Background: an optimization exercise with open tools, aiming at small area, a short achievable clock period and few clock cycles per item. Do not read the settings as production practice.
Only simulation tests tie the RTL to the original design; equivalence was not proved.
Power and IR drop assume default switching activity.

`flow/flow/run.sh`:
```
#!/bin/bash
set -euo pipefail
bash standard.sh SETUP_SLACK_MARGIN=7 finish > make_finish.log 2>&1
```
`flow/standard.sh`:
```
#!/bin/bash
# synth_recipe.tcl (not shown) runs the flow's synth.tcl, then flattens the netlist and writes it again
# the make line also repeats each setting of config.mk as NAME=value (left out here)
make -C /OpenROAD-flow-scripts/flow DESIGN_CONFIG=/design/flow/config.mk WORK_HOME=/design/flow/orfs CLKGATE_MAP_FILE= SYNTH_SCRIPT=/design/flow/synth_recipe.tcl "${@:-finish}"
```
`flow/config.mk`:
```
export PLATFORM = sky130hd
export DESIGN_NAME = spmv_top
export DESIGN_NICKNAME = spmv_top
export VERILOG_FILES = /design/flow/design.v
export SDC_FILE = /design/flow/constraint.sdc
export NUM_CORES = 4
export LEC_CHECK = 0
export ABC_AREA = 1
export CAP_MARGIN = 20
export CORE_MARGIN = 2
export CORE_UTILIZATION = 65
export CTS_BUF_LIST = sky130_fd_sc_hd__clkbuf_8
export CTS_CLUSTER_DIAMETER = 40
export CTS_CLUSTER_SIZE = 16
export SLEW_MARGIN = 20
```
`flow/constraint.sdc`:
```
create_clock -name core_clock -period 10.0 [get_ports {clk}]
set_input_delay 2.0000 -clock core_clock [delete_from_list [all_inputs] [get_ports {clk}]]
set_output_delay 2.0000 -clock core_clock [all_outputs]
set_load 0.01 [all_outputs]
```
`flow/design.v`:
```
`default_nettype none
package cisr_pkg;
    localparam int NUM_LANES     = 4;
    localparam int NUM_ROWS      = 6;
    localparam int IN_FIFO_DEPTH = 4;
    localparam int OUT_CREDITS   = 4;
    localparam int FIFO_PTR_W    = $clog2(IN_FIFO_DEPTH);
    localparam int VALUE_W   = 16;
    localparam int COL_W     = 8;
    localparam int LEN_W     = 8;
    localparam int SUM_W     = 24;
    localparam int SUM_LO_W  = 12;
    localparam int PSUM_W    = SUM_W + 1;
    localparam int LANE_W    = VALUE_W + COL_W;
    localparam int GROUP_W   = NUM_LANES * LANE_W;
    localparam int NUM_SLOTS = 6;
    localparam int SLOT_W    = $clog2(NUM_SLOTS);
    localparam int CREDIT_W  = $clog2(OUT_CREDITS + 1);
    localparam logic [COL_W-1:0] COL_PAD = 8'hff;
endpackage
`default_nettype wire
`timescale 1ns/10ps
`default_nettype none
module credit_fifo #(
    parameter int WIDTH = 8
) (
    input  logic             clk,
    input  logic             rst_l,
    input  logic             in_valid,
    input  logic [WIDTH-1:0] in_data,
    input  logic             pop,
    output logic             not_empty,
    output logic [WIDTH-1:0] head,
    output logic             credit
);
    localparam int PW = cisr_pkg::FIFO_PTR_W;
    logic [WIDTH-1:0] mem [cisr_pkg::IN_FIFO_DEPTH];
    logic [PW-1:0]    wr_ptr;
    logic [PW-1:0]    rd_ptr;
    logic [PW:0]      level;
    assign not_empty = (level != '0);
    assign head      = mem[rd_ptr];
    always_ff @(posedge clk) begin
        if (in_valid) begin
            mem[wr_ptr] <= in_data;
        end
    end
    always_ff @(posedge clk or negedge rst_l) begin
        if (!rst_l) begin
            wr_ptr <= '0;
            rd_ptr <= '0;
            level  <= '0;
            credit <= 1'b0;
        end else begin
            if (in_valid) begin
                wr_ptr <= wr_ptr + 1'b1;
            end
            if (pop) begin
                rd_ptr <= rd_ptr + 1'b1;
            end
            level  <= level + (PW+1)'(in_valid) - (PW+1)'(pop);
            credit <= pop;
        end
    end
endmodule
module shift_fifo #(
    parameter int WIDTH = 4
) (
    input  logic             clk,
    input  logic             rst_l,
    input  logic             in_valid,
    input  logic [WIDTH-1:0] in_data,
    input  logic             pop,
    output logic             not_empty,
    output logic [WIDTH-1:0] head
);
    localparam int D = cisr_pkg::IN_FIFO_DEPTH;
    logic [WIDTH-1:0] mem [D];
    logic [D-1:0]     vld;
    logic [D-1:0]     vld_after;
    logic [D-1:0]     load_in;
    logic [D-1:0]     load_sh;
    assign not_empty = vld[0];
    assign head      = mem[0];
    always_comb begin
        vld_after = pop ? (vld >> 1) : vld;
        for (int i = 0; i < D; i++) begin
            load_sh[i] = pop && (i < D-1) && vld[(i+1) % D];
            load_in[i] = in_valid && !vld_after[i] && ((i == 0) || vld_after[(i+D-1) % D]);
        end
    end
    always_ff @(posedge clk) begin
        for (int i = 0; i < D; i++) begin
            if (load_sh[i]) begin
                mem[i] <= mem[(i+1) % D];
            end else if (load_in[i]) begin
                mem[i] <= in_data;
            end
        end
    end
    always_ff @(posedge clk or negedge rst_l) begin
        if (!rst_l) begin
            vld <= '0;
        end else begin
            vld <= vld_after | load_in;
        end
    end
endmodule
`default_nettype wire
`timescale 1ns/10ps
`default_nettype none
module cisr_row_decoder (
    input  logic                                  clk,
    input  logic                                  rst_l,
    input  logic [cisr_pkg::LEN_W-1:0]            len_head,
    input  logic                                  len_not_empty,
    output logic                                  len_pop,
    input  logic [cisr_pkg::NUM_LANES*cisr_pkg::VALUE_W-1:0] grp_val,
    input  logic [cisr_pkg::NUM_LANES-1:0]        grp_pad,
    input  logic                                  grp_not_empty,
    output logic                                  grp_pop,
    input  logic [cisr_pkg::SLOT_W-1:0]           alloc_slot,
    input  logic                                  alloc_phase,
    input  logic [cisr_pkg::NUM_SLOTS-1:0]        slot_phase,
    output logic                                  xfer_valid,
    output logic [cisr_pkg::SLOT_W-1:0]           xfer_slot,
    output logic [cisr_pkg::PSUM_W-1:0]           xfer_sum
);
    localparam int NL = cisr_pkg::NUM_LANES;
    localparam int LW = cisr_pkg::LEN_W;
    localparam int SW = cisr_pkg::SLOT_W;
    localparam int VW = cisr_pkg::VALUE_W;
    localparam int AW = cisr_pkg::SUM_W;
    localparam int LO = cisr_pkg::SUM_LO_W;
    localparam int HI = AW - LO;
    logic [LW-1:0] cnt  [NL];
    logic [NL-1:0] cz;
    logic [SW-1:0] slot [NL];
    logic [NL-1:0] phase;
    logic [LO-1:0] acc_lo [NL];
    logic [HI-1:0] acc_hi [NL];
    logic [NL-1:0] acc_c;
    logic [NL-1:0] fresh;
    logic [NL-1:0] pend;
    logic [NL-1:0] live;
    logic [NL-1:0] need;
    logic [NL-1:0] first;
    logic [NL-1:0] ready;
    logic [NL-1:0] xsel;
    logic [NL-1:0] hand;
    logic [NL-1:0] take;
    logic          handout;
    logic          more;
    logic [LW-1:0] cnt_next [NL];
    logic [NL-1:0] eff_one;
    logic [NL-1:0] eff_zero;
    always_comb begin
        for (int i = 0; i < NL; i++) begin
            live[i] = !grp_pad[i];
            need[i] = grp_not_empty && live[i] && cz[i];
        end
        first = need & ~(need - 1'b1);
        more  = |(need & ~first);
        for (int i = 0; i < NL; i++) begin
            ready[i] = pend[i] && (slot_phase[slot[i]] == phase[i]);
        end
        xsel  = ready & ~(ready - 1'b1);
        handout = (need != '0) && len_not_empty && ((first & pend) == '0);
        hand    = handout ? first : '0;
        len_pop = handout;
        grp_pop = grp_not_empty && ((need == '0) || (!more && handout));
        take    = grp_pop ? live : '0;
        for (int i = 0; i < NL; i++) begin
            cnt_next[i] = hand[i] ? (take[i] ? len_head - 1'b1 : len_head)
                                  : (take[i] ? cnt[i] - 1'b1 : cnt[i]);
            eff_one[i]  = hand[i] ? (len_head == LW'(1)) : (cnt[i] == LW'(1));
            eff_zero[i] = hand[i] ? 1'b0 : cz[i];
        end
    end
    always_comb begin
        xfer_valid = (ready != '0);
        xfer_slot  = '0;
        xfer_sum   = '0;
        for (int i = 0; i < NL; i++) begin
            if (xsel[i]) begin
                xfer_slot = slot[i];
                xfer_sum  = {acc_c[i], acc_hi[i], acc_lo[i]};
            end
        end
    end
    always_ff @(posedge clk or negedge rst_l) begin
        if (!rst_l) begin
            for (int i = 0; i < NL; i++) begin
                cnt[i]  <= '0;
                slot[i] <= '0;
            end
            cz    <= '1;
            phase <= '0;
            fresh <= '1;
            pend  <= '0;
        end else begin
            for (int i = 0; i < NL; i++) begin
                cnt[i] <= cnt_next[i];
                if (hand[i]) begin
                    slot[i]  <= alloc_slot;
                    phase[i] <= alloc_phase;
                end
            end
            cz    <= (take & eff_one) | (~take & eff_zero);
            fresh <= (fresh | xsel) & ~take;
            pend  <= (pend & ~xsel) | (take & eff_one);
        end
    end
    always_ff @(posedge clk) begin
        for (int i = 0; i < NL; i++) begin
            if (take[i]) begin
                {acc_c[i], acc_lo[i]} <= {1'b0, (fresh[i] ? '0 : acc_lo[i])}
                                         + {1'b0, grp_val[i*VW +: LO]};
                acc_hi[i] <= (fresh[i] ? '0 : acc_hi[i])
                             + {{(AW-VW){grp_val[i*VW+VW-1]}}, grp_val[i*VW+LO +: VW-LO]}
                             + HI'(fresh[i] ? 1'b0 : acc_c[i]);
            end
        end
    end
endmodule
`default_nettype wire
`timescale 1ns/10ps
`default_nettype none
module row_accumulator (
    input  logic                        clk,
    input  logic                        rst_l,
    input  logic                        alloc,
    output logic [cisr_pkg::SLOT_W-1:0] alloc_slot,
    output logic                        alloc_phase,
    output logic [cisr_pkg::NUM_SLOTS-1:0] slot_phase,
    input  logic                        xfer_valid,
    input  logic [cisr_pkg::SLOT_W-1:0] xfer_slot,
    input  logic [cisr_pkg::PSUM_W-1:0] xfer_sum,
    output logic                        head_done,
    output logic [cisr_pkg::PSUM_W-1:0] head_sum,
    input  logic                        release_head
);
    localparam int NS = cisr_pkg::NUM_SLOTS;
    localparam int SW = cisr_pkg::SLOT_W;
    logic [cisr_pkg::PSUM_W-1:0] sums [NS];
    logic [NS-1:0]              done;
    logic [SW-1:0]              alloc_ptr;
    logic [SW-1:0]              out_ptr;
    logic                       aphase;
    assign alloc_slot = alloc_ptr;
    assign alloc_phase = aphase;
    assign head_done  = done[out_ptr];
    assign head_sum   = sums[out_ptr];
    always_ff @(posedge clk) begin
        if (xfer_valid) begin
            sums[xfer_slot] <= xfer_sum;
        end
    end
    always_ff @(posedge clk or negedge rst_l) begin
        if (!rst_l) begin
            done      <= '0;
            alloc_ptr <= '0;
            out_ptr   <= '0;
            aphase     <= 1'b0;
            slot_phase <= '0;
        end else begin
            if (alloc) begin
                alloc_ptr <= (alloc_ptr == SW'(NS-1)) ? '0 : alloc_ptr + 1'b1;
                if (alloc_ptr == SW'(NS-1)) begin
                    aphase <= !aphase;
                end
            end
            if (release_head) begin
                out_ptr <= (out_ptr == SW'(NS-1)) ? '0 : out_ptr + 1'b1;
            end
            for (int s = 0; s < NS; s++) begin
                if (xfer_valid && (xfer_slot == SW'(s))) begin
                    done[s] <= 1'b1;
                end else if (release_head && (out_ptr == SW'(s))) begin
                    done[s]       <= 1'b0;
                    slot_phase[s] <= !slot_phase[s];
                end
            end
        end
    end
endmodule
`default_nettype wire
`timescale 1ns/10ps
`default_nettype none
module result_serializer (
    input  logic                        clk,
    input  logic                        rst_l,
    input  logic                        head_done,
    input  logic [cisr_pkg::PSUM_W-1:0] head_sum,
    output logic                        release_head,
    output logic                        out_valid,
    output logic [7:0]                  out_byte,
    input  logic                        out_credit
);
    localparam int AW = cisr_pkg::SUM_W;
    localparam int LO = cisr_pkg::SUM_LO_W;
    logic [cisr_pkg::CREDIT_W-1:0] credits;
    logic [1:0] byte_idx;
    logic       send;
    logic [7:0] raw;
    logic [7:0] addend;
    logic [8:0] res;
    logic       carry;
    logic       sign;
    assign send         = head_done && ((credits != '0) || out_credit);
    assign release_head = send && (byte_idx == 2'd3);
    always_comb begin
        raw    = '0;
        addend = '0;
        case (byte_idx)
            2'd0: raw = head_sum[7:0];
            2'd1: begin
                raw    = head_sum[15:8];
                addend = 8'(head_sum[AW]) << (LO - 8);
            end
            2'd2: raw = head_sum[23:16];
            default: raw = '0;
        endcase
        res = {1'b0, raw} + {1'b0, addend} + 9'(carry);
    end
    always_ff @(posedge clk) begin
        out_byte <= (byte_idx == 2'd3) ? {8{sign}} : res[7:0];
    end
    always_ff @(posedge clk or negedge rst_l) begin
        if (!rst_l) begin
            credits   <= cisr_pkg::CREDIT_W'(cisr_pkg::OUT_CREDITS);
            byte_idx  <= '0;
            out_valid <= 1'b0;
            carry     <= 1'b0;
            sign      <= 1'b0;
        end else begin
            credits   <= credits + cisr_pkg::CREDIT_W'(out_credit) - cisr_pkg::CREDIT_W'(send);
            out_valid <= send;
            if (send) begin
                byte_idx <= byte_idx + 1'b1;
                carry    <= (byte_idx == 2'd1) && res[8];
                sign     <= res[7];
            end
        end
    end
endmodule
`default_nettype wire
`timescale 1ns/10ps
`default_nettype none
module spmv_top (
    input  logic        clk,
    input  logic        rst_l,
    input  logic        row_len_valid,
    input  logic [7:0]  row_len,
    output logic        row_len_credit,
    input  logic        grp_valid,
    input  logic [95:0] grp,
    output logic        grp_credit,
    output logic        out_valid,
    output logic [7:0]  out_byte,
    input  logic        out_credit
);
    localparam int NL = cisr_pkg::NUM_LANES;
    localparam int PW = cisr_pkg::LANE_W;
    localparam int CW = cisr_pkg::COL_W;
    localparam int VW = cisr_pkg::VALUE_W;
    logic [cisr_pkg::LEN_W-1:0]    len_head;
    logic                          len_not_empty;
    logic                          len_pop;
    logic [NL*VW-1:0]              grp_val_in;
    logic [NL-1:0]                 grp_pad_in;
    logic [NL*VW-1:0]              grp_val;
    logic [NL-1:0]                 grp_pad;
    logic                          grp_not_empty;
    logic                          grp_pop;
    logic [cisr_pkg::SLOT_W-1:0]   alloc_slot;
    logic                          alloc_phase;
    logic [cisr_pkg::NUM_SLOTS-1:0] slot_phase;
    logic                          xfer_valid;
    logic [cisr_pkg::SLOT_W-1:0]   xfer_slot;
    logic [cisr_pkg::PSUM_W-1:0]   xfer_sum;
    logic                          head_done;
    logic [cisr_pkg::PSUM_W-1:0]   head_sum;
    logic                          release_head;
    always_comb begin
        for (int i = 0; i < NL; i++) begin
            grp_pad_in[i]          = (grp[i*PW +: CW] == cisr_pkg::COL_PAD);
            grp_val_in[i*VW +: VW] = grp[i*PW+CW +: VW];
        end
    end
    credit_fifo #(.WIDTH(cisr_pkg::LEN_W)) i_len_fifo (
        .clk, .rst_l,
        .in_valid  (row_len_valid), .in_data (row_len),
        .pop       (len_pop),       .not_empty (len_not_empty),
        .head      (len_head),      .credit (row_len_credit)
    );
    credit_fifo #(.WIDTH(NL*VW)) i_grp_fifo (
        .clk, .rst_l,
        .in_valid  (grp_valid),     .in_data (grp_val_in),
        .pop       (grp_pop),       .not_empty (),
        .head      (grp_val),       .credit (grp_credit)
    );
    shift_fifo #(.WIDTH(NL)) i_pad_fifo (
        .clk, .rst_l,
        .in_valid  (grp_valid),     .in_data (grp_pad_in),
        .pop       (grp_pop),       .not_empty (grp_not_empty),
        .head      (grp_pad)
    );
    cisr_row_decoder i_decoder (
        .clk, .rst_l,
        .len_head, .len_not_empty, .len_pop,
        .grp_val, .grp_pad, .grp_not_empty, .grp_pop,
        .alloc_slot, .alloc_phase, .slot_phase,
        .xfer_valid, .xfer_slot, .xfer_sum
    );
    row_accumulator i_slots (
        .clk, .rst_l,
        .alloc (len_pop), .alloc_slot, .alloc_phase, .slot_phase,
        .xfer_valid, .xfer_slot, .xfer_sum,
        .head_done, .head_sum, .release_head
    );
    result_serializer i_serializer (
        .clk, .rst_l, .head_done, .head_sum, .release_head,
        .out_valid, .out_byte, .out_credit
    );
endmodule
`default_nettype wire
```
==> run notes, run 1 <==
outcome=no timing/DRC/antenna violations; gr ovfl total=0; RR Startpoint=i_grp_fifo.rd_ptr[0]$_DFFE_PN0P_; detailed-route wire length=82,700 um; Power Dens Cells=368 nW/um2; WL/cell=20.9 um; minimum clock period=3250 ps; critical path arrival=1250 ps; antenna-violating nets left=0; height of the die=225 um; Design Area, Final=38,000 um2; leakage power of the design=0.0152 uW; clk slew on worst S/H paths=90 ps; initial antenna violation count=1; synthesized flop and latch total=666; final setup TNS=0 ps; Synth Warn #=13; post-DP HPWL=48,100 um; maximum vdd ir drop=211 uV; Fmax=308 MHz; drt pass-1 iters=6; Slew Limit Fails=0; slew of the pin with the lowest slew margin=776 ps; Vias/cell=6.01; Syn Nets=3,252; Post-synth ARST share=0.156; critical path endpoint category=output pin; CTS Buf Count=90; PortBufs=119; first-pass GRT wire length=123,000 um; syn_area_per_cell=10.5 um2; gpl congestion=0.889; total clock sinks=666; final setup fails=0; Area Growth Syn to Fin=19.9%; clk root buf=clkbuf_8; CP bufs+invs=1; Max stage delay on crit path=380 ps; worst hold start=i_decoder.cz[1]$_DFF_PN1_; Clk Latency, worst-skew pair=740 ps; final count of hold timing violations=0; worst rel slew slack=0.477; I/O pins=120; # H-tree levels=3; area after detailed placement=33,500 um2; GRT Overall Usage=0.319; Iter 0 DRT Violations=2,686; HP Class=reg -> reg; period utilization=0.325; Worst Setup SP=i_len_fifo.credit$_DFF_PN0_; critical path cell sequence=buf_2; MaxCap Viol Count=0; Post-synth EDFFs=554; top cell family by delay on the critical path=flip-flops; vias post-DR=23,800; RSZ-0062 raised after global routing=yes; Hold Buf Count CTS=0; core area=47,900 um2; nets=3,506; Seq/Total Area, Yosys=0.613; DRC=0; row cnt=80; startpoint types=register; Worst Path Required=8000 ps; largest net degree at the start of global routing=65; Layout Skew=37.3 ps; # fillers=2,938; DIE WIDTH=225 um; Setup Crit Path Kind=reg -> out; Syn Inst Count=3,011; CTS tree=built; ratio of cells with drive above 1 in the final layout=0.171; vias in the first global route=22,900; Clock Path Buffers=3; Die ar.=50,500 um2; Synth Flop Type=edfxtp_1; Initial Util=0.660; Post-Syn Area=31,700 um2; crit path max-delay cell type=dfrtp_1; crit-path max FO=1; Yosys cell types=58
## routing by layer
layer,up-vias,track usage,share of wire
li1,11000,-,-
met1,11500,0.418,0.39
met2,1090,0.529,0.48
met3,272,0.0560,0.079
met4,0,0.139,0.050
met5,-,0,0
## power by group
| part | internal [uW] | switching [uW] |
|---|---|---|
| Clock | 1130 | 1230 |
| Sequential | 4040 | 292 |
| Combinational | 2910 | 4390 |
## Yosys cell counts (4+ instances only)
master / count / share of area
o21ai_1: 7 / 0.0011
xnor2_1: 30 / 0.0083
nor2_4: 4 / 0.0014
o211ai_1: 11 / 0.0026
o21ai_0: 253 / 0.040
nand2_1: 558 / 0.066
a32oi_1: 6 / 0.0017
a221oi_1: 6 / 0.0017
or2_2: 5 / 0.00099
nor2_2: 10 / 0.0020
a22oi_1: 17 / 0.0040
ha_1: 118 / 0.047
inv_2: 12 / 0.0014
a21oi_1: 153 / 0.024
o221ai_1: 7 / 0.0019
edfxtp_1: 554 / 0.53
dfxtp_1: 8 / 0.0051
nand2_4: 4 / 0.0014
xor2_1: 88 / 0.024
o22ai_1: 71 / 0.014
inv_1: 296 / 0.035
nand2_2: 11 / 0.0022
o21a_1: 14 / 0.0033
a32o_1: 5 / 0.0016
nand3_1: 130 / 0.021
fa_1: 14 / 0.0089
nor2_1: 320 / 0.038
dfrtp_1: 95 / 0.075
clkbuf_1: 71 / 0.0084
nand4_1: 31 / 0.0061
o21bai_1: 4 / 0.00095
dfstp_2: 9 / 0.0075
buf_2: 21 / 0.0033
a31oi_1: 11 / 0.0022
nor3_1: 17 / 0.0027
## metrics by stage
| stage | hold WS [ps] | cells | utilization | power, uW | worst slack [ps] |
|---|---|---|---|---|---|
| 2_1_floorplan | 441 | 3011 | - | 8450 | 6360 |
| 3_3_place_gp | 453 | 3667 | 0.698 | 9670 | 5340 |
| 3_5_place_dp | 463 | 3667 | 0.698 | 9900 | 5250 |
| 4_1_cts | 478 | 3895 | 0.764 | 12900 | 6710 |
| 5_1_grt | 502 | 3959 | 0.792 | 14800 | 6710 |
| 6_report | 479 | 3959 | 0.792 | 14000 | 6750 |
## layout make-up
type | count | area (um2) | share of cell area
diodes | 1 | 2.50 | 0.0000659
multi-input cells | 1934 | 11500 | 0.304
well taps | 615 | 769 | 0.0203
clock buffers | 95 | 1310 | 0.0344
flip-flops and latches | 666 | 19400 | 0.512
clock inverters | 75 | 795 | 0.0209
repair inverters | 5 | 63.8 | 0.00168
inverters | 314 | 1340 | 0.0352
repair buffers | 254 | 2720 | 0.0716
## final timing paths
kind / endpoint / slack, ps / cells after the start
max in group asynchronous: i_grp_fifo.rd_ptr[0]$_DFFE_PN0P_ / 7430 / 2
worst max-delay path: row_len_credit / 6750 / 1
worst min register to register: i_decoder.cz[1]$_DFF_PN1_ / 480 / 2
worst min-delay path: i_decoder.cz[1]$_DFF_PN1_ / 480 / 2
worst max register to register: i_decoder.acc_c[1]$_DFFE_PN_ / 6920 / 12
min in group asynchronous: i_len_fifo.level[1]$_DFF_PN0_ / 1300 / 1
## layout by cell type (no fill, tap or decap), types with 95 or more instances in the layout
cell type	Yosys	final
clkbuf_8	0	95
nor2_1	320	309
inv_1	296	276
nand2_1	558	537
buf_4	2	96
nand3_1	130	124
clkdlybuf4s50_1	0	105
o21ai_0	253	190
a21oi_1	153	128
edfxtp_1	554	554
## registers in the layout (all words and copies together) (netlist names), 12 cells and up
name,flops
i_decoder.acc_hi,48
i_grp_fifo.mem,256
i_slots.sums,150
i_pad_fifo.mem,16
i_decoder.acc_lo,48
i_decoder.cnt,32
i_len_fifo.mem,32
i_decoder.slot,12
## cells by family (layout without fill, tap and decap cells)
kind of cell / count (synthesis) / after routing / share of synthesized area
other: 0 / 1 / 0
and+or+nand+nor: 1105 / 1106 / 0.146
adders and majority gates: 132 / 132 / 0.0555
xor gates and xnor gates: 118 / 118 / 0.0326
AOI/OAI and AO/OA: 578 / 578 / 0.103
buffers and inverters: 412 / 743 / 0.0505
DFF: 666 / 666 / 0.613
## repair_timing
item / in CTS / in global routing
gates resized for setup: 169 / 223
endpoints found under the setup margin: 713 / 521
pin swaps: 26 / 81
gates cloned: 14 / 7
setup buffers: 44 / 56
Testbench counts, summed over its fixed seeds: cycles 9,365, items 384.
==> inputs of run 2 (changes only) <==
==> flow/flow/run.sh (replaced) <==
#!/bin/bash
set -euo pipefail
bash standard.sh SETUP_SLACK_MARGIN=6.5 finish > make_finish.log 2>&1
==> run 2 against run 1 <==
Still clean on timing, DRC and antenna. Final cell count down 2.7%. Critical path depth up 11. Power down 12%. First-iteration DRC count down 28%. Worst hold slack worse by 3.9 ps. Die area unchanged. Sequential share of layout area up 2.9 points. Largest cell class unchanged. Highest routed layer is now met5.
==> run notes, run 2 <==
leakage power of the design=0.0144 uW; GRT Overall Usage=0.298; Hold Buf Count CTS=0; Layout Skew=35.4 ps; ratio of cells with drive above 1 in the final layout=0.0896; CP dominant cell by count=nand2_1; Vias/cell=5.89; count leader, synth=nand2_1; crit path max-delay cell type=o21ai_0; synthesized flop and latch total=666; I/O pins=120; detailed-route wire length=75,800 um; DRC=0; Post-synth ARST share=0.156; clk slew on worst S/H paths=80 ps; startpoint types=register; clk root buf=clkbuf_8; drt pass-1 iters=6; vias post-DR=22,700; Post-Syn Area=31,700 um2; worst rel slew slack=0.150; gpl congestion=0.887; crit-path max FO=22; RR Startpoint=i_slots.slot_phase[3]$_DFFE_PN0P_; maximum vdd ir drop=182 uV; P_int=7200 uW; Slew Limit Fails=0; vias in the first global route=22,000; Clk Latency, worst-skew pair=700 ps; Flop pwr share=0.351; Top Registers=i_grp_fifo.mem (256), i_slots.sums (150); Synth Flop Type=edfxtp_1; hold endpoint=i_slots.slot_phase[3]$_DFFE_PN0P_; CP bufs+invs=2; Initial Util=0.660; final count of hold timing violations=0; minimum clock period=3420 ps; Yosys top cell by area=edfxtp_1; Synth Warn #=13; Worst Path Required=10,240 ps; Setup Crit Path Kind=reg -> reg; Fmax=292 MHz; Most flops, register=i_grp_fifo.mem; Commonest cells post-synth=nand2_1, edfxtp_1, nor2_1, inv_1, o21ai_0; Yosys cell types=58; critical path endpoint category=register; clock power share=0.184; worst hold start=i_slots.slot_phase[3]$_DFFE_PN0P_; number of flip-flops in the largest register=256; nets=3,405; Syn Nets=3,252; critical path cell sequence=inv_1 > nand2_1 > nand3_1 > nand2_1 > nand2_1 > nand2_1 > nand2_1 > nand3_4 > nand2_4 > inv_1 > a221oi_1 > o21ai_0; Clock Path Buffers=3; final setup fails=0; WL/cell=19.7 um; Die ar.=50,500 um2; row cnt=80; PortBufs=119; antenna-violating nets left=0; P_sw=5130 uW; critical path arrival=3660 ps; post-DP HPWL=47,900 um; Hold Crit Depth=2; Post-synth EDFFs=554; # H-tree levels=3; Max stage delay on crit path=560 ps; Comb power frac=0.465; height of the die=225 um; period utilization=0.342; CTS Buf Count=86; initial antenna violation count=2; Reg2Reg Depth=12; final setup TNS=0 ps; top-area cell type share of the netlist area=0.525; top cell family by delay on the critical path=simple AND/OR/NAND/NOR gates; slew of the pin with the lowest slew margin=1260 ps; HP Class=reg -> reg; Area Growth Syn to Fin=13.4%; Worst R2R Setup Slack=6580 ps; Antenna diodes=0; RSZ-0062 raised after global routing=no; gr ovfl total=0; core area=47,900 um2; Syn Inst Count=3,011; first-pass GRT wire length=116,000 um; total clock sinks=666; top cells by area, synth=edfxtp_1, dfrtp_1, nand2_1; syn_area_per_cell=10.5 um2; largest net degree at the start of global routing=77; DIE WIDTH=225 um; Power Dens Cells=344 nW/um2; Seq/Total Area, Yosys=0.613; Post-Route Hold Slack=475 ps; CTS tree=built; outcome=no timing/DRC/antenna violations; FF-to-FF End=i_slots.sums[1][4]$_DFFE_PP_; Iter 0 DRT Violations=1,929; leading cell type in the layout, fill and taps excluded=edfxtp_1; MaxCap Viol Count=0; most frequent cells in the layout=edfxtp_1, nand2_1, nor2_1; Sw Ratio=0.416
## run 2: cell counts after synthesis
No cell type changed its count.
## run 2: worst min-delay path, stage by stage (launching register included)
cell and delay [ps]:
dfrtp_1 350, nand2_1 50, nand2_1 40
## run 2: cell families (layout without fill, tap and decap cells)
logic type	count (synthesis)	count (layout)	synth area share
fa+ha+maj	132	132	0.0555
xor+xnor	118	118	0.0326
compound gates	578	578	0.103
flops	666	666	0.613
simple gates	1105	1106	0.146
buf+inv	412	636	0.0505
## run 2: timing repair
item | in CTS | in global routing
buffers inserted | 2 | 14
resized for setup | 42 | 24
setup endpoints to repair | 488 | 202
pin swaps | 0 | 1
gates cloned | 3 | 6
## run 2: worst max-delay path by stage
stage                                            from                           endpoint  slack [ps]  cells past startpoint
floorplan                                  out_credit  i_serializer.credits[1]$_DFF_PN0_        6360                      9
detailed placement   i_grp_fifo.rd_ptr[0]$_DFFE_PN0P_  i_decoder.acc_lo[3][10]$_DFFE_PP_        5590                     15
global placement     i_grp_fifo.rd_ptr[0]$_DFFE_PN0P_  i_decoder.acc_lo[3][10]$_DFFE_PP_        5720                     15
global route         i_grp_fifo.rd_ptr[1]$_DFFE_PN0P_  i_decoder.acc_hi[3][10]$_DFFE_PP_        6470                     17
CTS                  i_grp_fifo.rd_ptr[1]$_DFFE_PN0P_  i_decoder.acc_lo[3][10]$_DFFE_PP_        6460                     16
finish              i_slots.slot_phase[3]$_DFFE_PN0P_       i_slots.sums[1][4]$_DFFE_PP_        6580                     12
## run 2: layout make-up
type	instances	area (um2)
clock buffer	87	1200
clock inverter	73	795
timing repair inverter	3	23.8
multi-input combinational	1934	10800
timing repair buffer	159	1670
fill	3286	12100
tap	615	769
sequential	666	19400
inverter	314	1250
## run 2: through the flow
step,util,instance area (um2),power [uW],worst slack [ps],instances
after floorplan,-,31800,8400,6360,3011
after global placement,0.697,33400,9620,5720,3666
after global routing,0.749,35900,13200,6470,3851
after CTS,0.743,35600,12200,6460,3831
after detailed placement,0.697,33400,9840,5590,3666
final,0.749,35900,12300,6580,3851
## run 2: power groups by stage
stage / clock network (uW) / registers, uW / logic, uW
4_1_cts: 2300 / 4330 / 5570
3_3_place_gp: 0 / 4380 / 5250
5_1_grt: 2410 / 4380 / 6410
3_5_place_dp: 0 / 4400 / 5450
2_1_floorplan: 0 / 4280 / 4120
6_report: 2270 / 4330 / 5740
## run 2: metal layers
metal / global-route usage / vias up / wire (um)
met2: 0.504 / 837 / 36900
li1: - / 10700 / -
met5: 0 / - / 27
met4: 0.122 / 4 / 2930
met1: 0.390 / 10900 / 31300
met3: 0.0414 / 173 / 4630
==> inputs of run 3 (changes only) <==
==> flow/flow/run.sh (replaced) <==
#!/bin/bash
set -euo pipefail
bash standard.sh SETUP_SLACK_MARGIN=7.5 finish > make_finish.log 2>&1
==> run 3 against run 2 <==
The run now fails in global routing. Synthesized area stayed put. Synthesized cell count stayed put.
==> run notes, run 3 <==
top-area cell type share of the netlist area=0.525; I/O pins=120; Tool Error=[ERROR GRT-0232] Routing congestion too high. Check the congestion heatmap in the GUI.; syn_area_per_cell=10.5 um2; GRT Overall Usage=0.693; Yosys cell types=58; Clock Path Buffers=3; total clock sinks=666; post-DP HPWL=47,800 um; Commonest cells post-synth=nand2_1, edfxtp_1, nor2_1, inv_1, o21ai_0; Fail Step=global routing; DIE WIDTH=225 um; row cnt=80; height of the die=225 um; outcome=stopped before the end; count leader, synth=nand2_1; Synth Flop Type=edfxtp_1; Hold Buf Count CTS=0; Yosys top cell by area=edfxtp_1; largest net degree at the start of global routing=65; Post-synth EDFFs=554; CTS Buf Count=91; synthesized flop and latch total=666; Worst EP Category=output port; Seq/Total Area, Yosys=0.613; Synth Warn #=13; Syn Nets=3,252; # H-tree levels=3; Worst Endpoint after GRT Repair=out_valid; gpl congestion=0.892; Initial Util=0.660; Post-synth ARST share=0.156; gr ovfl total=7; clk root buf=clkbuf_8; Syn Inst Count=3,011; PortBufs=119; Post-Syn Area=31,700 um2; top cells by area, synth=edfxtp_1, dfrtp_1, nand2_1
==> run 3: cell counts after synthesis <==
Identical to the previous run, type by type.
==> run 3: worst max-delay path by stage <==
stage                                            from                                end  slack [ps]  cells after the start
after floorplan                            out_credit  i_serializer.credits[1]$_DFF_PN0_        6360                      9
after global placement                      grp_valid    i_grp_fifo.mem[3][40]$_DFFE_PP_        5640                      4
after detailed placement                    grp_valid    i_grp_fifo.mem[2][39]$_DFFE_PP_        5610                      4
after CTS                 i_grp_fifo.credit$_DFF_PN0_                         grp_credit        6770                      1
==> run 3: kinds of logic after synthesis <==
group           synth area share
flops                      0.613
buf+inv                   0.0505
compound gates             0.103
fa+ha+maj                 0.0555
simple gates               0.146
xor+xnor                  0.0326
==> run 3: per-stage QoR <==
stage | power [uW] | setup WS, ps | cells | cell area (um2)
floorplan | 8750 | 6360 | 3011 | 32300
global placement | 9950 | 5640 | 3662 | 33800
detailed placement | 10200 | 5610 | 3662 | 33800
CTS | 15600 | 6770 | 4130 | 41600
==> run 3: timing repair <==
| action | in CTS |
|---|---|
| setup endpoints to repair | 947 |
| pin swaps | 230 |
| setup buffers | 254 |
| gates cloned | 47 |
| gates resized for setup | 712 |
==> run 3: power groups by stage <==
stage / sequential (uW) / clock (uW) / combinational, uW
after CTS: 4340 / 2380 / 8880
after global placement: 4370 / 0 / 5580
after floorplan: 4280 / 0 / 4480
after detailed placement: 4400 / 0 / 5780
==> run 3: routing by layer <==
layer  GRT overflow  global-route usage
met2              3               0.902
met4              3               0.711
met3              1               0.478
met1              0               0.692
met5              0               0.181
==> inputs of run 4 (changes only) <==
==> flow/flow/run.sh (replaced) <==
#!/bin/bash
set -euo pipefail
bash standard.sh SETUP_SLACK_MARGIN=6.0 finish > make_finish.log 2>&1
==> flow/config.mk (replaced) <==
export PLATFORM = sky130hd
export DESIGN_NAME = spmv_top
export DESIGN_NICKNAME = spmv_top
export VERILOG_FILES = /design/flow/design.v
export SDC_FILE = /design/flow/constraint.sdc
export NUM_CORES = 4
export LEC_CHECK = 0
export ABC_CLOCK_PERIOD_IN_PS = 3000
export CAP_MARGIN = 20
export CORE_MARGIN = 2
export CORE_UTILIZATION = 65
export CTS_BUF_LIST = sky130_fd_sc_hd__clkbuf_8
export CTS_CLUSTER_DIAMETER = 50
export CTS_CLUSTER_SIZE = 20
export SETUP_SLACK_MARGIN = 5
export SLEW_MARGIN = 20
==> run 4 against run 3 <==
Now clean on timing, DRC and antenna. Synthesized cell count shrank 29%. Synthesized area shrank 1.6%.
==> run notes, run 4 <==
I/O pins=120; post-DP HPWL=41,100 um; Post-synth ARST share=0.156; Design Area, Final=34,400 um2; DRC=0; FF-to-FF End=i_decoder.acc_hi[0][10]$_DFFE_PN_; multiplexer area fraction after synthesis=0.0984; synthesized flop and latch total=666; slew of the pin with the lowest slew margin=1050 ps; Area Growth Syn to Fin=10.4%; total clock sinks=666; Reg area=19,400 um2; Post-Route Hold Slack=471 ps; DIE WIDTH=223 um; Synth Area in Adders=0.0564; nets=2,497; MaxCap Viol Count=0; syn_area_per_cell=14.6 um2; maximum vdd ir drop=190 uV; Synth Flop Type=edfxtp_1; Worst path depth=15; Syn Inst Count=2,132; gr ovfl total=0; top cell family by delay on the critical path=compound AO/OA/AOI/OAI gates; CTS Buf Count=55; Most flops, register=i_grp_fifo.mem; CP dominant cell by count=a21oi_1; most frequent cells in the layout=edfxtp_1, nor2_1, ha_1, clkdlybuf4s50_1, inv_1; Top Registers=i_grp_fifo.mem (256), i_slots.sums (150); Power Dens Cells=346 nW/um2; Yosys top cell by area=edfxtp_1; worst rel slew slack=0.291; detailed-route wire length=63,500 um; Post-Syn Area=31,100 um2; Clk Latency, worst-skew pair=720 ps; PortBufs=119; initial antenna violation count=4; drt pass-1 iters=6; leading cell type in the layout, fill and taps excluded=edfxtp_1; height of the die=223 um; Post-Synth XOR/XNOR Area=0.0396; Fmax=262 MHz; ratio of cells with drive above 1 in the final layout=0.142; # fillers=3,079; Seq/Total Area, Yosys=0.623; Initial Util=0.655; critical path arrival=4280 ps; area of the multi-input gates=11,100 um2; CP bufs+invs=3; area after detailed placement=32,900 um2; Commonest cells post-synth=edfxtp_1, nor2_1, ha_1, mux4_2, inv_1; core area=47,500 um2; top-area cell type share of the netlist area=0.534; Worst Path Required=10,470 ps; top cells by area, synth=edfxtp_1, dfrtp_1, mux4_2; Yosys cell types=90; period utilization=0.381; final setup fails=0; outcome=no timing/DRC/antenna violations; complex-gate fraction of the synthesized area=0.0770; Worst R2R Setup Slack=6190 ps; WL/cell=21.8 um; HP Class=reg -> reg; first-pass GRT wire length=100,000 um; Post-Synth Simple-Gate Area=0.0813; Clock Path Buffers=3; RSZ-0062 raised after global routing=yes; largest family of logic cells by synthesized area=multiplexers; number of flip-flops in the largest register=256; Setup crit end=i_decoder.acc_hi[0][10]$_DFFE_PN_; Iter 0 DRT Violations=1,556; RR Startpoint=i_grp_fifo.rd_ptr[0]$_DFFE_PN0P_; minimum clock period=3810 ps; crit-path max FO=21; # H-tree levels=2; vias post-DR=17,900; Post-synth EDFFs=554; Setup Crit Path Kind=reg -> reg; critical path endpoint category=register; final setup TNS=0 ps; leakage power of the design=0.0126 uW; Hold Buf Count CTS=0; GRT Overall Usage=0.260; Die ar.=49,700 um2; Worst Setup SP=i_grp_fifo.rd_ptr[0]$_DFFE_PN0P_; Vias/cell=6.13; clk slew on worst S/H paths=120 ps; Hold Crit Depth=2; clk root buf=clkbuf_8; vias in the first global route=18,200; count leader, synth=edfxtp_1; CTS tree=built; antenna-violating nets left=0; critical path cell sequence=buf_16 > mux4_2 > inv_1 > fa_1 > inv_1 > fa_1 > a21o_1 > a21oi_1 > o21bai_1 > a21oi_1 > o21bai_1 > a21oi_1 > o21bai_1 > a21oi_1 > xnor2_1; Slew Limit Fails=0; crit path max-delay cell type=dfrtp_4; gpl congestion=0.835; Reg2Reg Depth=15; row cnt=80; Synth Warn #=13; Layout Skew=30.9 ps; Max stage delay on crit path=540 ps; largest net degree at the start of global routing=65; Syn Nets=2,373; final count of hold timing violations=0; startpoint types=register
==> run 4: cell types whose count changed after synthesis, sizes merged, moves of 29 or more <==
cell / change
nand2: -488
nor2b: +102
a22oi: +38
mux4: +103
xor2: -35
nand2b: +29
nor2: -204
mux2: +47
o22ai: -66
o21ai: -169
nand3: -107
inv: -209
a21oi: -67
xnor2: +58
==> run 4: power by group <==
part           total [uW]  leakage (uW)  internal [uW]  switching (uW)
clock network        1720      0.000659            709            1010
registers            4690       0.00651           4210             480
logic                5490       0.00542           2480            3010
==> run 4: cell type report <==
cell class	instances	share of cell area
Sequential cell	666	0.565
Multi-Input combinational cell	1282	0.322
Timing Repair Buffer	146	0.0422
Clock buffer	59	0.0236
Tap cell	615	0.0224
Clock inverter	43	0.0139
Inverter	105	0.0115
Antenna cell	1	0.0000728
==> run 4: cells by family after synthesis <==
group           after synthesis
simple gates                479
compound gates              359
flops                       666
fa+ha+maj                   132
mux                         171
xor+xnor                    141
buf+inv                     184
==> run 4: how the worst min path moves through the flow <==
| stage | startpoint | end | slack (ps) |
|---|---|---|---|
| 2_1_floorplan | i_decoder.cz[1]$_DFF_PN1_ | i_decoder.cz[1]$_DFF_PN1_ | 440 |
| 3_3_place_gp | i_decoder.cz[1]$_DFF_PN1_ | i_decoder.cz[1]$_DFF_PN1_ | 450 |
| 3_5_place_dp | i_decoder.cz[1]$_DFF_PN1_ | i_decoder.cz[1]$_DFF_PN1_ | 460 |
| 4_1_cts | i_decoder.cz[1]$_DFF_PN1_ | i_decoder.cz[1]$_DFF_PN1_ | 470 |
| 5_1_grt | i_decoder.cz[1]$_DFF_PN1_ | i_decoder.cz[1]$_DFF_PN1_ | 490 |
| 6_report | i_decoder.cz[1]$_DFF_PN1_ | i_decoder.cz[1]$_DFF_PN1_ | 470 |
==> run 4: routing by layer <==
layer,vias up,part of all wire,wire (um),GRT usage
met3,112,0.051,3260,0.0402
met2,447,0.49,31400,0.439
met1,9040,0.43,27400,0.361
met4,4,0.022,1400,0.0658
li1,8268,-,-,-
met5,-,0.00044,28,0
==> run 4: metrics by stage <==
step	total power, uW	worst slack, ps	cells	utilization
global placement	9930	5310	2806	0.693
detailed placement	10100	5240	2806	0.693
floorplan	8790	6050	2132	-
finish	11900	6190	2917	0.723
CTS	11900	6010	2911	0.721
global route	12800	5930	2917	0.723
==> run 4: tightest hold or removal path, stage by stage (launching register included) <==
cell     delay [ps]
dfstp_2         380
nand2_1          50
nand2_1          50
==> run 4: what timing repair did <==
| item | in CTS | in global routing |
|---|---|---|
| buffers inserted | 3 | 3 |
| gates resized for setup | 14 | 9 |
| cloned | 0 | 1 |
| endpoints found under the setup margin | 137 | 42 |
==> inputs of run 5 (changes only) <==
==> flow/run.sh (new file) <==
#!/bin/bash
# synth_recipe.tcl (not shown) runs the flow's synth.tcl, then flattens the netlist and writes it again
# the make line also repeats each setting of config.mk as NAME=value (left out here)
make -C /OpenROAD-flow-scripts/flow DESIGN_CONFIG=/design/flow/config.mk WORK_HOME=/design/flow/orfs CLKGATE_MAP_FILE= SYNTH_SCRIPT=/design/flow/synth_recipe.tcl finish
removed: flow/flow/run.sh
removed: flow/standard.sh
==> run 5 against run 4 <==
Combinational power decreased by 2%. Core utilization fell by 0.36 points. Sequential power is essentially flat. Worst setup slack worse by 680 ps. Power down 1.1%. Register-to-register slack worse by 680 ps. Sequential share of layout area increased by 0.27 points. Non-clock buffer count fell by 6. Clock skew down 3.6 ps. Global-route usage fell by 0.26 points. Via count shrank 0.86%. Final cell count decreased by 0.34%. Largest power group unchanged. Highest routed layer unchanged.
==> run notes, run 5 <==
Place WS=5230 ps; total clock sinks=666; DIE WIDTH=223 um; leakage power of the design=0.0125 uW; DRC=0; Yosys top cell by area=edfxtp_1; Worst Path Required=10,440 ps; initial antenna violation count=2; drt pass-1 iters=8; area after detailed placement=33,000 um2; Clock Path Buffers=3; Power Dens Cells=344 nW/um2; Max stage delay on crit path=800 ps; post-DP HPWL=41,300 um; leading cell type in the layout, fill and taps excluded=edfxtp_1; Vias/cell=6.09; gr ovfl total=0; MaxCap Viol Count=0; synthesized flop and latch total=666; Final WS setup=5500 ps; startpoint types=register; syn_area_per_cell=14.6 um2; Post-Route Hold Slack=462 ps; top cell family by delay on the critical path=compound AO/OA/AOI/OAI gates; RR Startpoint=i_grp_fifo.rd_ptr[0]$_DFFE_PN0P_; CTS Buf Count=54; final setup fails=0; Slew Limit Fails=0; most frequent cells in the layout=edfxtp_1, nor2_1, ha_1, clkdlybuf4s50_1, inv_1; clk slew on worst S/H paths=110 ps; detailed-route wire length=62,400 um; period utilization=0.450; Yosys cell types=90; critical path endpoint category=register; critical path arrival=4930 ps; Seq/Total Area, Yosys=0.623; RSZ-0062 raised after global routing=no; Syn Nets=2,373; worst rel slew slack=0.205; ratio of cells with drive above 1 in the final layout=0.136; maximum vdd ir drop=171 uV; Post-synth ARST share=0.156; worst hold start=i_decoder.cz[1]$_DFF_PN1_; Fmax=222 MHz; count leader, synth=edfxtp_1; antenna-violating nets left=0; CP dominant cell by count=a21oi_1; vias post-DR=17,700; minimum clock period=4500 ps; CTS tree=built; Top Registers=i_grp_fifo.mem (256), i_slots.sums (150); Synth Flop Type=edfxtp_1; HP Class=reg -> reg; I/O pins=120; Die ar.=49,700 um2; Post-Syn Area=31,100 um2; Most flops, register=i_grp_fifo.mem; Reg area=19,400 um2; gpl congestion=0.852; Clk Latency, worst-skew pair=690 ps; core area=47,500 um2; critical path cell sequence=buf_6 > mux4_2 > inv_1 > fa_1 > inv_1 > fa_1 > a21o_1 > a21oi_1 > o21bai_1 > a21oi_1 > o21bai_1 > a21oi_1 > o21bai_1 > a21oi_1 > xnor2_1; Post-synth EDFFs=554; # H-tree levels=2; GRT Overall Usage=0.258; outcome=no timing/DRC/antenna violations; Design Area, Final=34,200 um2; WL/cell=21.5 um; # fillers=3,152; Layout Skew=27.3 ps; crit-path max FO=39; crit path max-delay cell type=dfrtp_4; Initial Util=0.655; PortBufs=119; top-area cell type share of the netlist area=0.534; slew of the pin with the lowest slew margin=1180 ps; Syn Inst Count=2,132; height of the die=223 um; Area Growth Syn to Fin=9.88%; Worst Setup SP=i_grp_fifo.rd_ptr[0]$_DFFE_PN0P_; number of flip-flops in the largest register=256; Setup Crit Path Kind=reg -> reg; top cells by area, synth=edfxtp_1, dfrtp_1, mux4_2; Commonest cells post-synth=edfxtp_1, nor2_1, ha_1, mux4_2, inv_1; Synth Warn #=13; CP bufs+invs=3; largest net degree at the start of global routing=75; row cnt=80; vias in the first global route=18,200; clk root buf=clkbuf_8; first-pass GRT wire length=99,000 um; final count of hold timing violations=0; Iter 0 DRT Violations=1,373; final setup TNS=0 ps; nets=2,490; area of the multi-input gates=11,000 um2
-- run 5: cell counts after synthesis --
Identical to the previous run, type by type.
-- run 5: metal layers --
layer	track usage	routed length, um	vias up
met2	0.431	30500	441
li1	-	-	8253
met1	0.358	27200	8927
met5	0	16	-
met4	0.0786	1660	2
met3	0.0352	3070	94
-- run 5: area by class of cell --
type	count	share of cell area
Antenna cell	1	0.0000731
Clock buffer	57	0.0229
Clock inverter	41	0.0141
Inverter	105	0.0116
Multi-Input combinational cell	1282	0.322
Sequential cell	666	0.567
Tap cell	615	0.0225
Timing Repair Buffer	140	0.0394
-- run 5: timing repair --
item / 4_1_cts / 5_1_grt
endpoints found under the setup margin: 0 / 3
hold buffers: 0 / 0
resized for setup: 0 / 1
setup buffers: 0 / 0
-- run 5: worst paths after layout --
check | endpoint | slack, ps | cells past startpoint
max in group asynchronous | i_slots.out_ptr[1]$_DFFE_PN0P_ | 7360 | 2
setup reg to reg | i_decoder.acc_hi[0][10]$_DFFE_PN_ | 5500 | 15
hold / removal | i_decoder.cz[1]$_DFF_PN1_ | 460 | 2
min in group asynchronous | i_len_fifo.wr_ptr[0]$_DFFE_PN0P_ | 1260 | 1
setup / recovery | i_decoder.acc_hi[0][10]$_DFFE_PN_ | 5500 | 15
hold reg to reg | i_decoder.cz[1]$_DFF_PN1_ | 460 | 2
-- run 5: through the flow --
stage	power [uW]	util	std cells
final	11800	0.720	2907
after global routing	12600	0.720	2906
after CTS	11900	0.720	2906
after detailed placement	10100	0.693	2808
after global placement	9940	0.693	2808
after floorplan	8790	-	2132
-- run 5: power by group --
group / total (uW) / internal, uW / switching [uW]
logic: 5390 / 2430 / 2960
clock network: 1700 / 712 / 985
registers: 4700 / 4210 / 487
total: 11800 / 7350 / 4430
-- run 5: logic make-up after synthesis --
kind of cell,Yosys count,share of synthesized area
AO/OA/AOI/OAI,359,0.0770
XOR/XNOR,141,0.0396
adder cells (fa/ha/maj),132,0.0564
buffers and inverters,184,0.0240
flip-flops,666,0.623
multiplexers,171,0.0984
AND/OR/NAND/NOR,479,0.0813
-- run 5: tightest hold or removal path, delay by kind of cell (launching register included) --
family	cells	cell delay (ps)
flip-flops	1	380
AND/OR/NAND/NOR	2	100
==> inputs of run 6 (changes only) <==
--- a/flow/design.v
+++ b/flow/design.v
@@ -122,6 +122,7 @@
     input  logic [cisr_pkg::SLOT_W-1:0]           alloc_slot,
     input  logic                                  alloc_phase,
     input  logic [cisr_pkg::NUM_SLOTS-1:0]        slot_phase,
+    input  logic [cisr_pkg::NUM_SLOTS-1:0]        slot_phase_next,
     output logic                                  xfer_valid,
     output logic [cisr_pkg::SLOT_W-1:0]           xfer_slot,
     output logic [cisr_pkg::PSUM_W-1:0]           xfer_sum
@@ -146,6 +147,9 @@
     logic [NL-1:0] need;
     logic [NL-1:0] first;
     logic [NL-1:0] ready;
+    logic [NL-1:0] pend_next;
+    logic [SW-1:0] slot_next [NL];
+    logic [NL-1:0] phase_next;
     logic [NL-1:0] xsel;
     logic [NL-1:0] hand;
     logic [NL-1:0] take;
@@ -161,11 +165,8 @@
         end
         first = need & ~(need - 1'b1);
         more  = |(need & ~first);
-        for (int i = 0; i < NL; i++) begin
-            ready[i] = pend[i] && (slot_phase[slot[i]] == phase[i]);
-        end
         xsel  = ready & ~(ready - 1'b1);
-        handout = (need != '0) && len_not_empty && ((first & pend) == '0);
+        handout = (need != '0) && len_not_empty && ((first & pend & ~xsel) == '0);
         hand    = handout ? first : '0;
         len_pop = handout;
         grp_pop = grp_not_empty && ((need == '0) || (!more && handout));
@@ -177,6 +178,15 @@
             eff_zero[i] = hand[i] ? 1'b0 : cz[i];
         end
     end
+    logic [NL-1:0] ready_next;
+    always_comb begin
+        pend_next = (pend & ~xsel) | (take & eff_one);
+        for (int i = 0; i < NL; i++) begin
+            slot_next[i]  = hand[i] ? alloc_slot : slot[i];
+            phase_next[i] = hand[i] ? alloc_phase : phase[i];
+            ready_next[i] = (slot_phase_next[slot_next[i]] == phase_next[i]);
+        end
+    end
     always_comb begin
         xfer_valid = (ready != '0);
         xfer_slot  = '0;
@@ -196,29 +206,29 @@
             end
             cz    <= '1;
             phase <= '0;
+            ready <= '0;
             fresh <= '1;
             pend  <= '0;
         end else begin
             for (int i = 0; i < NL; i++) begin
                 cnt[i] <= cnt_next[i];
-                if (hand[i]) begin
-                    slot[i]  <= alloc_slot;
-                    phase[i] <= alloc_phase;
-                end
+                slot[i] <= slot_next[i];
             end
+            phase <= phase_next;
+            ready <= pend_next & ready_next;
             cz    <= (take & eff_one) | (~take & eff_zero);
             fresh <= (fresh | xsel) & ~take;
-            pend  <= (pend & ~xsel) | (take & eff_one);
+            pend  <= pend_next;
         end
     end
     always_ff @(posedge clk) begin
         for (int i = 0; i < NL; i++) begin
             if (take[i]) begin
-                {acc_c[i], acc_lo[i]} <= {1'b0, (fresh[i] ? '0 : acc_lo[i])}
+                {acc_c[i], acc_lo[i]} <= {1'b0, ((fresh[i] || xsel[i]) ? '0 : acc_lo[i])}
                                          + {1'b0, grp_val[i*VW +: LO]};
-                acc_hi[i] <= (fresh[i] ? '0 : acc_hi[i])
+                acc_hi[i] <= ((fresh[i] || xsel[i]) ? '0 : acc_hi[i])
                              + {{(AW-VW){grp_val[i*VW+VW-1]}}, grp_val[i*VW+LO +: VW-LO]}
-                             + HI'(fresh[i] ? 1'b0 : acc_c[i]);
+                             + HI'((fresh[i] || xsel[i]) ? 1'b0 : acc_c[i]);
             end
         end
     end
@@ -233,6 +243,7 @@
     output logic [cisr_pkg::SLOT_W-1:0] alloc_slot,
     output logic                        alloc_phase,
     output logic [cisr_pkg::NUM_SLOTS-1:0] slot_phase,
+    output logic [cisr_pkg::NUM_SLOTS-1:0] slot_phase_next,
     input  logic                        xfer_valid,
     input  logic [cisr_pkg::SLOT_W-1:0] xfer_slot,
     input  logic [cisr_pkg::PSUM_W-1:0] xfer_sum,
@@ -250,6 +261,11 @@
     assign alloc_slot = alloc_ptr;
     assign alloc_phase = aphase;
     assign head_done  = done[out_ptr];
+    always_comb begin
+        for (int s = 0; s < NS; s++) begin
+            slot_phase_next[s] = slot_phase[s] ^ (release_head && (out_ptr == SW'(s)));
+        end
+    end
     assign head_sum   = sums[out_ptr];
     always_ff @(posedge clk) begin
         if (xfer_valid) begin
@@ -277,10 +293,10 @@
                 if (xfer_valid && (xfer_slot == SW'(s))) begin
                     done[s] <= 1'b1;
                 end else if (release_head && (out_ptr == SW'(s))) begin
-                    done[s]       <= 1'b0;
-                    slot_phase[s] <= !slot_phase[s];
+                    done[s] <= 1'b0;
                 end
             end
+            slot_phase <= slot_phase_next;
         end
     end
 endmodule
@@ -376,6 +392,7 @@
     logic [cisr_pkg::SLOT_W-1:0]   alloc_slot;
     logic                          alloc_phase;
     logic [cisr_pkg::NUM_SLOTS-1:0] slot_phase;
+    logic [cisr_pkg::NUM_SLOTS-1:0] slot_phase_next;
     logic                          xfer_valid;
     logic [cisr_pkg::SLOT_W-1:0]   xfer_slot;
     logic [cisr_pkg::PSUM_W-1:0]   xfer_sum;
@@ -410,12 +427,12 @@
         .clk, .rst_l,
         .len_head, .len_not_empty, .len_pop,
         .grp_val, .grp_pad, .grp_not_empty, .grp_pop,
-        .alloc_slot, .alloc_phase, .slot_phase,
+        .alloc_slot, .alloc_phase, .slot_phase, .slot_phase_next,
         .xfer_valid, .xfer_slot, .xfer_sum
     );
     row_accumulator i_slots (
         .clk, .rst_l,
-        .alloc (len_pop), .alloc_slot, .alloc_phase, .slot_phase,
+        .alloc (len_pop), .alloc_slot, .alloc_phase, .slot_phase, .slot_phase_next,
         .xfer_valid, .xfer_slot, .xfer_sum,
         .head_done, .head_sum, .release_head
     );
==> flow/flow/run.sh (new file) <==
#!/bin/bash
set -euo pipefail
bash standard.sh SETUP_SLACK_MARGIN=7 finish > make_finish.log 2>&1
==> flow/standard.sh (new file) <==
#!/bin/bash
# synth_recipe.tcl (not shown) runs the flow's synth.tcl, then flattens the netlist and writes it again
# the make line also repeats each setting of config.mk as NAME=value (left out here)
make -C /OpenROAD-flow-scripts/flow DESIGN_CONFIG=/design/flow/config.mk WORK_HOME=/design/flow/orfs CLKGATE_MAP_FILE= SYNTH_SCRIPT=/design/flow/synth_recipe.tcl "${@:-finish}"
==> flow/config.mk (replaced) <==
export PLATFORM = sky130hd
export DESIGN_NAME = spmv_top
export DESIGN_NICKNAME = spmv_top
export VERILOG_FILES = /design/flow/design.v
export SDC_FILE = /design/flow/constraint.sdc
export NUM_CORES = 4
export LEC_CHECK = 0
export ABC_AREA = 1
export CAP_MARGIN = 20
export CORE_MARGIN = 2
export CORE_UTILIZATION = 65
export CTS_BUF_LIST = sky130_fd_sc_hd__clkbuf_8
export CTS_CLUSTER_DIAMETER = 45
export CTS_CLUSTER_SIZE = 18
export SLEW_MARGIN = 20
removed: flow/run.sh
==> run 6 against run 5 <==
Combinational power rose by 53%. Highest routed layer is now met4. Via count up 43%. Worst hold slack better by 23 ps. Register-to-register slack improved by 1200 ps. Largest power group unchanged.
==> run notes, run 6 <==
startpoint types=register; CP bufs+invs=2; height of the die=225 um; Fmax=303 MHz; nets=3,595; PortBufs=119; first-pass GRT wire length=128,000 um; GRT Overall Usage=0.330; CTS tree=built; post-DP HPWL=47,900 um; WL/cell=23.7 um; Power Dens Cells=368 nW/um2; Layout Skew=53.6 ps; clk slew on worst S/H paths=100 ps; gpl congestion=0.884; antenna-violating nets left=0; RSZ-0062 raised after global routing=yes; minimum clock period=3310 ps; area of the multi-input gates=12,500 um2; final setup TNS=0 ps; critical path cell sequence=clkinv_16 > bufbuf_16 > nor2_1 > o22ai_1 > ha_2 > fa_2 > nand3_1 > nand2_1 > a21oi_2 > o21ai_2 > nand2_1 > nand2_1 > nand3_1 > nand2_1 > a21oi_2 > o21bai_1; detailed-route wire length=95,600 um; Reg2Reg Depth=16; MaxCap Viol Count=0; DRC=0; Most flops, register=i_grp_fifo.mem; fin util=0.832; top cells by area, synth=edfxtp_1, dfrtp_1, nand2_1; Synth Warn #=14; most frequent cells in the layout=edfxtp_1, nand2_1, nor2_1; # fillers=2,558; drt pass-1 iters=6; period utilization=0.331; Reg area=19,500 um2; largest net degree at the start of global routing=65; Synth Flop Type=edfxtp_1; leakage power of the design=0.0162 uW; Vias/cell=6.29; Worst Path Required=10,470 ps; Clk Latency, worst-skew pair=740 ps; Slew Limit Fails=0; number of flip-flops in the largest register=256; top cell family by delay on the critical path=simple AND/OR/NAND/NOR gates; gr ovfl total=0; Worst path depth=16; core area=47,900 um2; vias post-DR=25,400; DIE WIDTH=225 um; outcome=no timing/DRC/antenna violations; crit path max-delay cell type=dfrtp_4; total clock sinks=670; I/O pins=120; Post-Route Hold Slack=485 ps; CTS Buf Count=72; Area Growth Syn to Fin=26.0%; Die ar.=50,500 um2; count leader, synth=edfxtp_1; Hold Crit Depth=2; row cnt=80; crit-path max FO=8; placed cells=3,626; maximum vdd ir drop=225 uV; Post-synth ARST share=0.161; critical path arrival=3780 ps; Syn Nets=3,222; Setup Crit Path Kind=reg -> reg; synthesized flop and latch total=670; Post-Syn Area=31,700 um2; HP Class=reg -> reg; final count of hold timing violations=0; Yosys cell types=58; Initial Util=0.660; CP dominant cell by count=nand2_1; clk root buf=clkbuf_8; # H-tree levels=3; syn_area_per_cell=10.6 um2; Post-synth EDFFs=554; vias in the first global route=23,500; critical path endpoint category=register; final setup fails=0; Yosys top cell by area=edfxtp_1; non-filler instance count after layout=4,028; Hold Buf Count CTS=0; ratio of cells with drive above 1 in the final layout=0.234; initial antenna violation count=0; Iter 0 DRT Violations=3,130; Syn Inst Count=2,981; Max stage delay on crit path=590 ps; Place WS=5200 ps; top-area cell type share of the netlist area=0.525; slew of the pin with the lowest slew margin=1250 ps; Commonest cells post-synth=edfxtp_1, nand2_1, nor2_1, inv_1, o21ai_0; Seq/Total Area, Yosys=0.616; leading cell type in the layout, fill and taps excluded=edfxtp_1; Final WS setup=6690 ps; Top Registers=i_grp_fifo.mem (256), i_slots.sums (150); Clock Path Buffers=3; worst rel slew slack=0.161
run 6: repair_timing:
item | in CTS | in global routing
pin swaps | 72 | 141
buffers inserted | 117 | 108
endpoints found under the hold margin | 0 | 0
cloned | 24 | 20
resized for setup | 271 | 320
endpoints found under the setup margin | 853 | 440
run 6: final timing paths:
check                                                 start                                to  slack, ps
setup / recovery           i_grp_fifo.rd_ptr[0]$_DFFE_PN0P_      i_decoder.acc_c[2]$_DFFE_PN_       6690
hold / removal                    i_decoder.cz[0]$_DFF_PN1_         i_decoder.cz[0]$_DFF_PN1_        480
setup reg to reg           i_grp_fifo.rd_ptr[0]$_DFFE_PN0P_      i_decoder.acc_c[2]$_DFFE_PN_       6690
hold reg to reg                   i_decoder.cz[0]$_DFF_PN1_         i_decoder.cz[0]$_DFF_PN1_        480
max in group asynchronous                             rst_l  i_len_fifo.rd_ptr[0]$_DFFE_PN0N_       7360
min in group asynchronous                             rst_l     i_serializer.sign$_DFFE_PN0P_       1320
run 6: routing by layer:
layer  wire length, um  vias to the layer above  track usage
met2             46400                     1647        0.568
met4              5460                        0        0.126
met1             34200                    12200        0.431
li1                  -                    11100            -
met3              9510                      397       0.0427
met5                 0                        -            0
run 6: per-stage QoR:
| stage | area, um2 | power, uW |
|---|---|---|
| 3_3_place_gp | 33500 | 9230 |
| 3_5_place_dp | 33500 | 9450 |
| 2_1_floorplan | 31900 | 8130 |
| 5_1_grt | 39900 | 15300 |
| 4_1_cts | 37400 | 12600 |
| 6_report | 39900 | 14700 |
run 6: report_power, final:
part,leakage [uW],internal (uW),total [uW],switching (uW)
Sequential,0.00686,4030,4330,303
Combinational,0.00850,3530,8240,4710
Clock,0.000864,980,2120,1140
run 6: logic make-up (layout without fill, tap and decap cells):
kind of cell / after synthesis / in the layout / synth area share
compound gates: 578 / 578 / 0.103
xor+xnor: 118 / 118 / 0.0326
fa+ha+maj: 132 / 132 / 0.0555
buf+inv: 391 / 809 / 0.0479
flops: 670 / 670 / 0.616
mux: 13 / 13 / 0.00458
other cells: 0 / 1 / 0
simple gates: 1079 / 1092 / 0.140
run 6: final cells by class:
class	instances	share of cell area
Antenna cell	1	0.0000627
Clock buffer	75	0.0259
Clock inverter	57	0.0171
Inverter	284	0.0304
Multi-Input combinational cell	1933	0.313
Sequential cell	670	0.489
Tap cell	615	0.0193
Timing Repair Buffer	383	0.102
Timing Repair inverter	10	0.00229
run 6: tightest hold or removal path: cells and delay by family, from the launching register on:
family / cells / cell delay, ps
and+or+nand+nor: 2 / 110
DFF: 1 / 380
Testbench counts of run 6, summed over its fixed seeds: cycles 9,318, items 384.
==> inputs of run 7 (changes only) <==
==> flow/flow/run.sh (replaced) <==
#!/bin/bash
set -euo pipefail
bash standard.sh SETUP_SLACK_MARGIN=6.75 finish > make_finish.log 2>&1
--- a/flow/config.mk
+++ b/flow/config.mk
@@ -8,7 +8,7 @@
 export ABC_AREA = 1
 export CAP_MARGIN = 20
 export CORE_MARGIN = 2
-export CORE_UTILIZATION = 65
+export CORE_UTILIZATION = 75
 export CTS_BUF_LIST = sky130_fd_sc_hd__clkbuf_8
 export CTS_CLUSTER_DIAMETER = 45
 export CTS_CLUSTER_SIZE = 18
==> run 7 against run 6 <==
Still clean. Worst setup slack got worse by 140 ps. Count of clock-buffer cells in the layout fell by 8. Sequential share of layout area rose by 4.0 points. Global-route usage rose by 5.6 points. Die area fell by 13%. Synthesized area did not move. Fmax fell by 4.0%. First-iteration DRC count rose by 26%. Clock power fell by 11%. Critical endpoint is now i_decoder.acc_lo[2][11]$_DFFE_PN_.
==> run notes, run 7 <==
Worst Setup SP=i_grp_fifo.rd_ptr[1]$_DFFE_PN0P_; worst rel slew slack=0.262; Seq/Total Area, Yosys=0.616; gpl congestion=0.907; Vias/cell=6.63; Yosys top cell by area=edfxtp_1; Area Growth Syn to Fin=16.5%; critical path arrival=3940 ps; Yosys cell types=58; leakage power of the design=0.0151 uW; total clock sinks=670; syn_area_per_cell=10.6 um2; worst hold start=i_decoder.cz[0]$_DFF_PN1_; vias post-DR=25,200; Commonest cells post-synth=edfxtp_1, nand2_1, nor2_1, inv_1, o21ai_0; Power Dens Cells=354 nW/um2; Setup Crit Path Kind=reg -> reg; count leader, synth=edfxtp_1; placed cells=3,551; DRC=0; DIE WIDTH=209 um; CTS Buf Count=61; height of the die=209 um; outcome=no timing/DRC/antenna violations; Post-synth ARST share=0.161; Die ar.=43,900 um2; PortBufs=119; Slew Limit Fails=0; minimum clock period=3440 ps; Synth Warn #=14; most frequent cells in the layout=edfxtp_1, nand2_1, nor2_1; Iter 0 DRT Violations=3,946; Syn Nets=3,222; Most flops, register=i_grp_fifo.mem; initial antenna violation count=4; Post-Syn Area=31,700 um2; Initial Util=0.757; Syn Inst Count=2,981; Clock Path Buffers=3; top cells by area, synth=edfxtp_1, dfrtp_1, nand2_1; detailed-route wire length=92,400 um; CTS tree=built; Clk Latency, worst-skew pair=740 ps; critical path endpoint category=register; startpoint types=register; RR Startpoint=i_grp_fifo.rd_ptr[1]$_DFFE_PN0P_; nets=3,447; HP Class=reg -> reg; final setup TNS=0 ps; clk root buf=clkbuf_8; crit-path max FO=8; clk slew on worst S/H paths=100 ps; Post-synth EDFFs=554; slew of the pin with the lowest slew margin=1100 ps; MaxCap Viol Count=0; leading cell type in the layout, fill and taps excluded=edfxtp_1; Synth Flop Type=edfxtp_1; I/O pins=120; maximum vdd ir drop=287 uV; synthesized flop and latch total=670; antenna-violating nets left=0; Power Total=13,100 uW; # H-tree levels=2; RSZ-0062 raised after global routing=yes; gr ovfl total=0; first-pass GRT wire length=129,000 um; WL/cell=24.3 um; final count of hold timing violations=0; top-area cell type share of the netlist area=0.525; post-DP HPWL=48,200 um; Fmax=290 MHz; Hold Buf Count CTS=0; largest net degree at the start of global routing=67; period utilization=0.344; row cnt=75; number of flip-flops in the largest register=256; non-filler instance count after layout=3,797; Top Registers=i_grp_fifo.mem (256), i_slots.sums (150); GRT Overall Usage=0.386; vias in the first global route=23,800; core area=41,900 um2; # fillers=1,864; ratio of cells with drive above 1 in the final layout=0.147; drt pass-1 iters=8; Layout Skew=37.9 ps; final setup fails=0; Worst Path Required=10,490 ps
run 7: repair_timing:
| item | 4_1_cts | 5_1_grt |
|---|---|---|
| gates resized for setup | 147 | 134 |
| setup endpoints to repair | 709 | 426 |
| hold endpoints to repair | 0 | 0 |
| gates cloned | 24 | 6 |
| buffers inserted | 48 | 52 |
| pin swaps | 33 | 68 |
run 7: power by group:
group	internal, uW	leakage (uW)	switching, uW
Combinational	2560	0.00749	4300
Clock	830	0.000757	1060
Sequential	4020	0.00686	291
Total	7410	0.0151	5660
run 7: metrics by stage:
step	area (um2)	util	hold WS, ps	setup slack (ps)
after CTS	36000	0.860	486	6660
after global placement	33300	0.797	459	5450
after floorplan	31800	-	442	6490
final	36900	0.881	489	6560
after detailed placement	33300	0.797	471	5290
after global routing	36900	0.881	495	6500
run 7: worst max-delay path: stages, from the launching register on:
cell	delay (ps)
dfrtp_2	450
buf_12	160
clkinvlp_4	90
buf_6	150
buf_6	160
buf_16	170
o21ai_0	110
o22ai_2	330
ha_4	290
a21oi_1	220
nand2_1	160
a21oi_2	280
o21ai_2	110
a21oi_1	200
nor2_1	60
nor2_1	170
xor2_1	90
run 7: final timing paths:
path	end	slack [ps]	cells after the start
min	i_decoder.cz[0]$_DFF_PN1_	490	2
max in group asynchronous	i_slots.slot_phase[1]$_DFF_PN0_	7420	2
min in group asynchronous	i_len_fifo.wr_ptr[0]$_DFFE_PN0P_	1260	1
max reg2reg	i_decoder.acc_lo[2][11]$_DFFE_PN_	6560	16
max	i_decoder.acc_lo[2][11]$_DFFE_PN_	6560	16
min reg2reg	i_decoder.cz[0]$_DFF_PN1_	490	2
run 7: logic make-up (layout without fill, tap and decap cells):
logic type	count (synthesis)	after routing	synth area share
adder cells (fa/ha/maj)	132	132	0.0555
XOR/XNOR	118	118	0.0326
AND/OR/NAND/NOR	1079	1087	0.140
AO/OA/AOI/OAI	578	578	0.103
buffers and inverters	391	659	0.0479
other	0	1	0
flip-flops	670	670	0.616
multiplexers	13	13	0.00458
run 7: final cells by class:
type / count / area (um2) / share of cell area
clock inverter: 47 / 544 / 0.0148
sequential: 670 / 19500 / 0.529
tap: 539 / 674 / 0.0183
clock buffer: 67 / 922 / 0.0250
timing repair inverter: 9 / 63.8 / 0.00173
inverter: 284 / 1180 / 0.0319
multi-input combinational: 1928 / 11400 / 0.309
antenna: 1 / 2.50 / 0.0000678
timing repair buffer: 252 / 2600 / 0.0705
run 7: per-layer routing:
metal | wire length, um | global-route usage | vias to the layer above
li1 | - | - | 10800
met1 | 30500 | 0.475 | 11900
met2 | 43600 | 0.646 | 1991
met3 | 11700 | 0.0694 | 489
met4 | 6590 | 0.232 | 4
met5 | 26 | 0.00111 | -

Check on run 7: ideal ports give 6.556 ns setup slack; a clkbuf_16 on the clock port and buf_2 on the inputs give 6.556 ns; moving port delays by the midpoint clock arrival (0.775 ns) as well gives 6.130 ns.
